From an optimization exercise on the open Yosys and OpenROAD flow, aimed at small area, a short achievable clock period and few clock cycles; shortcuts taken in it are not production practice. The RTL was checked by simulation tests, not by an equivalence proof against the original design.

==> trial 26 <==
// descent_top
module descent_top (
    input  logic               clk,
    input  logic               rst_LBFGS,
    input  logic               param_we,
    input  descent_pkg::addr_t param_addr,
    input  descent_pkg::val_t  param_weight,
    input  descent_pkg::val_t  param_mean,
    input  logic [descent_pkg::N_ELEM*descent_pkg::VAL_W-1:0] x_init,
    input  logic               start,
    output logic               busy,
    output logic               done,
    output logic               converged,
    output logic [descent_pkg::N_ELEM*descent_pkg::VAL_W-1:0] x_result,
    output descent_pkg::obj_t  f_result,
    output descent_pkg::iter_t iter_count
);
clock: 15.0 ns
lec_check: 0
abc_area: 1
cap_margin: 20
core_margin: 2
core_utilization: 40
slew_margin: 20
run.sh (not shown) runs the stock make flow with config.mk's settings and CLKGATE_MAP_FILE= SYNTH_SCRIPT=/design/flow/synth_recipe.tcl, a recipe that flattens the netlist after the stock synthesis.
==> inputs of trial 89, as changes to trial 26 <==
--- a/flow/design.v
+++ b/flow/design.v
@@ -3644,18 +3644,20 @@
     logic [N-1:0][31:0] gr;      
     logic [N-1:0][31:0] gtr;     
     logic [N-1:0]       eh;      
     logic signed [47:0] fcur;
     logic [4:0]         iters;
     logic [3:0]         kp, kp2;  
     logic [3:0]         kpmax;
-    assign kpmax      = (kp > kp2) ? kp : kp2;
-    assign x_result   = xr;
-    assign f_result   = fcur;
-    assign iter_count = iters;
+    assign kpmax = (kp > kp2) ? kp : kp2;
+    always_ff @(posedge clk) begin
+        x_result   <= xr;
+        f_result   <= fcur;
+        iter_count <= iters;
+    end
     localparam logic [1:0] IS_NONE = 2'd0, IS_INIT = 2'd1, IS_TRIAL = 2'd2, IS_FINAL = 2'd3;
     logic [1:0] is_mode;
     logic [2:0] is_cnt;       
     logic [3:0] is_k;         
     logic       is_next;      
     logic       is_kc_zero;   
     logic [3:0] is_kc;        
@@ -3663,26 +3665,26 @@
     logic       fin;          
     logic               s1_tv, s2_tv, s3_tv, s4_tv, s5_tv, s6_tv, s7_tv;
     logic               s1_cv, s2_cv, s3_cv, s4_cv, s5_cv, s6_cv, s7_cv;
     logic               s1_first, s2_first, s3_first, s4_first, s5_first;
     logic               s1_last, s2_last, s3_last, s4_last, s5_last, s6_last, s7_last;
     logic               s1_init, s2_init, s3_init, s4_init, s5_init, s6_init, s7_init;
     logic [3:0]         s1_k, s2_k, s3_k, s4_k, s5_k, s6_k, s7_k;
-    logic [3:0]         s1_kc, s2_kc, s3_kc, s4_kc, s5_kc, s6_kc, s7_kc;
-    logic               s1_kz, s2_kz, s3_kz, s4_kz, s5_kz, s6_kz, s7_kz;
+    logic [3:0]         s1_kc, s2_kc, s3_kc, s4_kc, s5_kc, s6_kc;
+    logic               s1_kz, s2_kz, s3_kz, s4_kz, s5_kz, s6_kz;
+    logic signed [31:0] s7_gsh;      
     logic [N-1:0]       s1_eh;
     logic signed [31:0] s1_u, s1_sc, s1_st;
     logic [47:0]        s2_e, s3_e, s4_e;   
     logic [31:0]        s2_w;
     logic [231:0]       s3_mid;
     logic signed [47:0] s4_p;
     logic [246:0]       s5_mid;
     logic [31:0]        s5_gt, s6_gt, s7_gt;
     logic [47:0]        acc_s, acc_c;    
-    logic signed [47:0] s7_f;
     logic               s7_acc, s7_conv;
     logic signed [31:0] x0, g0, gt0, sc0, gsel0, st0, u0, d1;
     logic [31:0]        m0, w1;
     logic [47:0]        e1;
     logic               issue_t, issue_c;
     assign issue_t = (is_mode == IS_INIT) || (is_mode == IS_TRIAL);
     assign issue_c = is_next && ((is_mode == IS_TRIAL) || (is_mode == IS_FINAL));
@@ -3778,27 +3780,24 @@
         if (s5_tv) begin
             acc_s <= hs5;
             acc_c <= hc5;
         end
         s7_last  <= s6_last;
         s7_init  <= s6_init;
         s7_k     <= s6_k;
-        s7_kc    <= s6_kc;
-        s7_kz    <= s6_kz;
+        s7_gsh   <= s6_kz ? 32'sd0 : ($signed(gr[2]) >>> s6_kc);
         s7_gt    <= s6_gt;
-        s7_f     <= f6;
         s7_acc   <= accept6;
         s7_conv  <= conv6;
     end
-    logic signed [31:0] xc7, g7;
+    logic signed [31:0] xc7;
     logic               load;
-    assign load = !busy;
+    assign load = idle;
     always_comb begin
-        g7  = gr[1];
-        xc7 = $signed(xr[1]) - (s7_kz ? 32'sd0 : (g7 >>> s7_kc));
+        xc7 = $signed(xr[1]) - s7_gsh;
     end
     always_ff @(posedge clk) begin
         for (int s = 0; s < N; s++) begin
             xr[s]  <= xr[(s+1)%N];
             gr[s]  <= gr[(s+1)%N];
             gtr[s] <= gtr[(s+1)%N];
         end
@@ -3813,31 +3812,33 @@
     logic               accept6, conv6;
     logic [47:0]        delta;
     logic               dec_v;
     logic               accept;
     logic               conv_now;
     logic               finish;
     logic               pipe_busy;
+    logic               idle;        
     always_comb begin
         f6        = acc_s + acc_c;
         delta     = fcur - acc_s - acc_c;
         accept6   = (f6[47] != fcur[47]) ? f6[47] : (!delta[47] && (delta != 48'd0));
         conv6     = (delta[47:6] == 42'd0) || (delta[47:6] == {42{1'b1}}) ||
                     (delta == 48'd64) || (delta == {1'b1, 47'd0});
         dec_v     = s7_tv && s7_last && !s7_init;
         accept    = s7_acc;
         conv_now  = s7_conv;
         finish    = conv_now || (iters == 5'd15);
-        pipe_busy = s1_tv || s2_tv || s3_tv || s4_tv || s5_tv || s6_tv ||
-                    s1_cv || s2_cv || s3_cv || s4_cv || s5_cv || s6_cv;
+        pipe_busy = s1_tv || s2_tv || s3_tv || s4_tv || s5_tv || s6_tv || s7_tv ||
+                    s1_cv || s2_cv || s3_cv || s4_cv || s5_cv || s6_cv || s7_cv;
     end
     always_ff @(posedge clk) begin
-        if (s7_tv && s7_last && (s7_init || accept)) fcur <= s7_f;
+        if (s6_tv && s6_last && (s6_init || accept6)) fcur <= f6;
         if (!rst_LBFGS) begin
             busy      <= 1'b0;
+            idle      <= 1'b1;
             done      <= 1'b0;
             converged <= 1'b0;
             iters     <= '0;
             kp        <= '0;
             kp2       <= '0;
             is_mode   <= IS_NONE;
             eh        <= 8'd1;
@@ -3938,21 +3939,23 @@
                     end else begin
                         is_mode <= IS_TRIAL;
                         is_k    <= s7_k + 4'd1;
                         is_next <= 1'b0;
                     end
                 end
             end
-            if (fin && is_mode == IS_NONE && !pipe_busy && eh[N-1]) begin
+            if (fin && is_mode == IS_NONE && !pipe_busy && eh[0]) begin
                 fin  <= 1'b0;
                 done <= 1'b1;
-                busy <= 1'b0;
+                busy   <= 1'b0;
+                idle   <= 1'b1;
             end
-            if (start && !busy) begin
+            if (start && idle) begin
                 busy      <= 1'b1;
+                idle      <= 1'b0;
                 converged <= 1'b0;
                 iters     <= '0;
                 eh        <= 8'd1;
                 is_mode   <= IS_INIT;
                 is_cnt    <= '0;
                 is_next   <= 1'b0;
             end
==> flow/flow/run.sh (new file) <==
#!/bin/bash
# The standard layout (standard synthesis and ORFS steps unchanged), except
# that the port buffers that global placement inserts are buf_4 cells: left to
# itself, buffer_ports picks clkdlybuf4s50_1 delay cells, which put about half a
# nanosecond on every input and output path. Every port still gets a buffer.
set -euo pipefail
export BUFFER_PORTS_ARGS="-buffer_cell sky130_fd_sc_hd__buf_4"
bash standard.sh > standard.log 2>&1
==> flow/standard.sh (new file) <==
#!/bin/bash
# synth_recipe.tcl (not shown) runs the flow's synth.tcl, then flattens the netlist and writes it again
# the make line also repeats each setting of config.mk as NAME=value (left out here)
make -C /OpenROAD-flow-scripts/flow DESIGN_CONFIG=/design/flow/config.mk WORK_HOME=/design/flow/orfs CLKGATE_MAP_FILE= SYNTH_SCRIPT=/design/flow/synth_recipe.tcl "${@:-finish}"
removed: flow/run.sh
==> inputs of build 18, as changes to trial 26 <==
--- a/flow/design.v
+++ b/flow/design.v
@@ -3663,26 +3663,26 @@
     logic       fin;          
     logic               s1_tv, s2_tv, s3_tv, s4_tv, s5_tv, s6_tv, s7_tv;
     logic               s1_cv, s2_cv, s3_cv, s4_cv, s5_cv, s6_cv, s7_cv;
     logic               s1_first, s2_first, s3_first, s4_first, s5_first;
     logic               s1_last, s2_last, s3_last, s4_last, s5_last, s6_last, s7_last;
     logic               s1_init, s2_init, s3_init, s4_init, s5_init, s6_init, s7_init;
     logic [3:0]         s1_k, s2_k, s3_k, s4_k, s5_k, s6_k, s7_k;
-    logic [3:0]         s1_kc, s2_kc, s3_kc, s4_kc, s5_kc, s6_kc, s7_kc;
-    logic               s1_kz, s2_kz, s3_kz, s4_kz, s5_kz, s6_kz, s7_kz;
+    logic [3:0]         s1_kc, s2_kc, s3_kc, s4_kc, s5_kc, s6_kc;
+    logic               s1_kz, s2_kz, s3_kz, s4_kz, s5_kz, s6_kz;
+    logic signed [31:0] s7_gsh;      
     logic [N-1:0]       s1_eh;
     logic signed [31:0] s1_u, s1_sc, s1_st;
     logic [47:0]        s2_e, s3_e, s4_e;   
     logic [31:0]        s2_w;
     logic [231:0]       s3_mid;
     logic signed [47:0] s4_p;
     logic [246:0]       s5_mid;
     logic [31:0]        s5_gt, s6_gt, s7_gt;
     logic [47:0]        acc_s, acc_c;    
-    logic signed [47:0] s7_f;
     logic               s7_acc, s7_conv;
     logic signed [31:0] x0, g0, gt0, sc0, gsel0, st0, u0, d1;
     logic [31:0]        m0, w1;
     logic [47:0]        e1;
     logic               issue_t, issue_c;
     assign issue_t = (is_mode == IS_INIT) || (is_mode == IS_TRIAL);
     assign issue_c = is_next && ((is_mode == IS_TRIAL) || (is_mode == IS_FINAL));
@@ -3778,27 +3778,24 @@
         if (s5_tv) begin
             acc_s <= hs5;
             acc_c <= hc5;
         end
         s7_last  <= s6_last;
         s7_init  <= s6_init;
         s7_k     <= s6_k;
-        s7_kc    <= s6_kc;
-        s7_kz    <= s6_kz;
+        s7_gsh   <= s6_kz ? 32'sd0 : ($signed(gr[2]) >>> s6_kc);
         s7_gt    <= s6_gt;
-        s7_f     <= f6;
         s7_acc   <= accept6;
         s7_conv  <= conv6;
     end
-    logic signed [31:0] xc7, g7;
+    logic signed [31:0] xc7;
     logic               load;
-    assign load = !busy;
+    assign load = idle;
     always_comb begin
-        g7  = gr[1];
-        xc7 = $signed(xr[1]) - (s7_kz ? 32'sd0 : (g7 >>> s7_kc));
+        xc7 = $signed(xr[1]) - s7_gsh;
     end
     always_ff @(posedge clk) begin
         for (int s = 0; s < N; s++) begin
             xr[s]  <= xr[(s+1)%N];
             gr[s]  <= gr[(s+1)%N];
             gtr[s] <= gtr[(s+1)%N];
         end
@@ -3813,31 +3810,33 @@
     logic               accept6, conv6;
     logic [47:0]        delta;
     logic               dec_v;
     logic               accept;
     logic               conv_now;
     logic               finish;
     logic               pipe_busy;
+    logic               idle;        
     always_comb begin
         f6        = acc_s + acc_c;
         delta     = fcur - acc_s - acc_c;
         accept6   = (f6[47] != fcur[47]) ? f6[47] : (!delta[47] && (delta != 48'd0));
         conv6     = (delta[47:6] == 42'd0) || (delta[47:6] == {42{1'b1}}) ||
                     (delta == 48'd64) || (delta == {1'b1, 47'd0});
         dec_v     = s7_tv && s7_last && !s7_init;
         accept    = s7_acc;
         conv_now  = s7_conv;
         finish    = conv_now || (iters == 5'd15);
         pipe_busy = s1_tv || s2_tv || s3_tv || s4_tv || s5_tv || s6_tv ||
                     s1_cv || s2_cv || s3_cv || s4_cv || s5_cv || s6_cv;
     end
     always_ff @(posedge clk) begin
-        if (s7_tv && s7_last && (s7_init || accept)) fcur <= s7_f;
+        if (s6_tv && s6_last && (s6_init || accept6)) fcur <= f6;
         if (!rst_LBFGS) begin
             busy      <= 1'b0;
+            idle      <= 1'b1;
             done      <= 1'b0;
             converged <= 1'b0;
             iters     <= '0;
             kp        <= '0;
             kp2       <= '0;
             is_mode   <= IS_NONE;
             eh        <= 8'd1;
@@ -3941,18 +3940,20 @@
                         is_next <= 1'b0;
                     end
                 end
             end
             if (fin && is_mode == IS_NONE && !pipe_busy && eh[N-1]) begin
                 fin  <= 1'b0;
                 done <= 1'b1;
-                busy <= 1'b0;
+                busy   <= 1'b0;
+                idle   <= 1'b1;
             end
-            if (start && !busy) begin
+            if (start && idle) begin
                 busy      <= 1'b1;
+                idle      <= 1'b0;
                 converged <= 1'b0;
                 iters     <= '0;
                 eh        <= 8'd1;
                 is_mode   <= IS_INIT;
                 is_cnt    <= '0;
                 is_next   <= 1'b0;
             end
==> flow/flow/run.sh (new file) <==
#!/bin/bash
# The standard layout (standard synthesis and ORFS steps unchanged), except
# that the port buffers that global placement inserts are buf_4 cells: left to
# itself, buffer_ports picks clkdlybuf4s50_1 delay cells, which put about half a
# nanosecond on every input and output path. Every port still gets a buffer.
set -euo pipefail
export BUFFER_PORTS_ARGS="-buffer_cell sky130_fd_sc_hd__buf_4"
bash standard.sh > standard.log 2>&1
==> flow/standard.sh (new file) <==
#!/bin/bash
# synth_recipe.tcl (not shown) runs the flow's synth.tcl, then flattens the netlist and writes it again
# the make line also repeats each setting of config.mk as NAME=value (left out here)
make -C /OpenROAD-flow-scripts/flow DESIGN_CONFIG=/design/flow/config.mk WORK_HOME=/design/flow/orfs CLKGATE_MAP_FILE= SYNTH_SCRIPT=/design/flow/synth_recipe.tcl "${@:-finish}"
Settings changed: CAP_MARGIN 20 to 40, SLEW_MARGIN 20 to 50.
removed: flow/run.sh
==> notes <==
- Trial 26 completed without violations. Build 18 completed with no timing, DRC or antenna violations. Trial 89 finished with timing, DRC and antenna clean.
- The highest hold slack belongs to build 18, the lowest to trial 89.
- Against build 18, the setup slack of trial 26 is lower by 500 ps.
- Die area: build 18 < trial 26 < trial 89.
- Sequential cell count: trial 89 > trial 26 > build 18.
- Global-route usage, highest first: trial 26, build 18, trial 89.
- Cell count, lowest first: trial 26, build 18, trial 89.
- Against trial 89, the count of clock-buffer cells in the layout of build 18 is lower by 33.
- Against build 18, the maximum frequency of trial 26 is lower by about 9%.
- Sequential share of layout area, lowest first: trial 26, build 18, trial 89.
==> figures <==
| quantity | trial 26 | trial 89 | build 18 |
|---|---|---|---|
| Run status | complete, no violations | complete, no violations | complete, no violations |
| Maximum fanout count along the critical path | 3 | 1 | 3 |
| Synth Area in XOR/XNOR | 9.22% | 8.77% | 9.20% |
| Area fraction in and, or, nand and nor cells after synthesis | 10.1% | 10.0% | 10.3% |
| Seq_cells | 2,577 | 2,866 | 2,557 |
| Number of distinct library cells after synthesis | 65 | 64 | 65 |
| Effective utilization at floorplan | 40.2% | 40.2% | 40.1% |
| Multi-input combinational cell area | 71,500 um2 | 71,300 um2 | 71,300 um2 |
| Standard-cell row count | 216 | 220 | 216 |
| Sequential element share of the synthesized area | 41.9% | 44.2% | 41.8% |
| Post-synthesis register bit count | 2,577 | 2,866 | 2,557 |
| Compound-Gate Fraction of Synth Area | 10.6% | 9.89% | 10.4% |
| Non-clock inverter total of the final layout | 1,641 | 1,696 | 1,684 |
| Maximum clock skew at final layout | 58.5 ps | 73.1 ps | 64.5 ps |
| Clock latency (worst-skew pair) | 930 ps | 960 ps | 920 ps |
| Count of clock tree sinks | 2,577 | 2,866 | 2,557 |
| Number of well taps | 4,578 | 4,773 | 4,578 |
Testbench counts of trial 26, summed over its fixed seeds: cycles 42,128.
Testbench counts of trial 89, summed over its fixed seeds: cycles 42,256.
Testbench counts of build 18, summed over its fixed seeds: cycles 42,128.

==> re-timing with driven ports <==
The results above use ideal ports. As a check the final layouts listed here were re-extracted and re-timed, cells and wires unchanged.
Step 1 sets driving cells, clkbuf_16 on the clock port and buf_2 on the other inputs (assumed; they add their load-dependent delay and slew).
Step 2 times the ports against the registers' clock, not the clock port: input delays grow and output delays shrink by t, the midpoint of the rising clock arrivals with the driver on.
Slacks: ideal / step 1 / step 2; pairs: ideal / step 1.
run | shift t [ns] | setup slack, ns | hold slack, ns | worst slew at a driven data input, ns
trial 26 | 0.998 | 9.473 / 9.365 / 9.645 | 0.285 / 0.285 / 0.285 | 0.22
trial 89 | 1.024 | 10.306 / 10.198 / 10.198 | 0.274 / 0.274 / 0.274 | 0.17
build 18 | 0.992 | 9.975 / 9.876 / 10.274 | 0.285 / 0.285 / 0.285 | 0.20
After both steps setup and hold are still met in every run listed. For trial 89, which loses most, drivers alone change the setup slack by -0.108 ns; drivers and shift together by -0.108 ns.
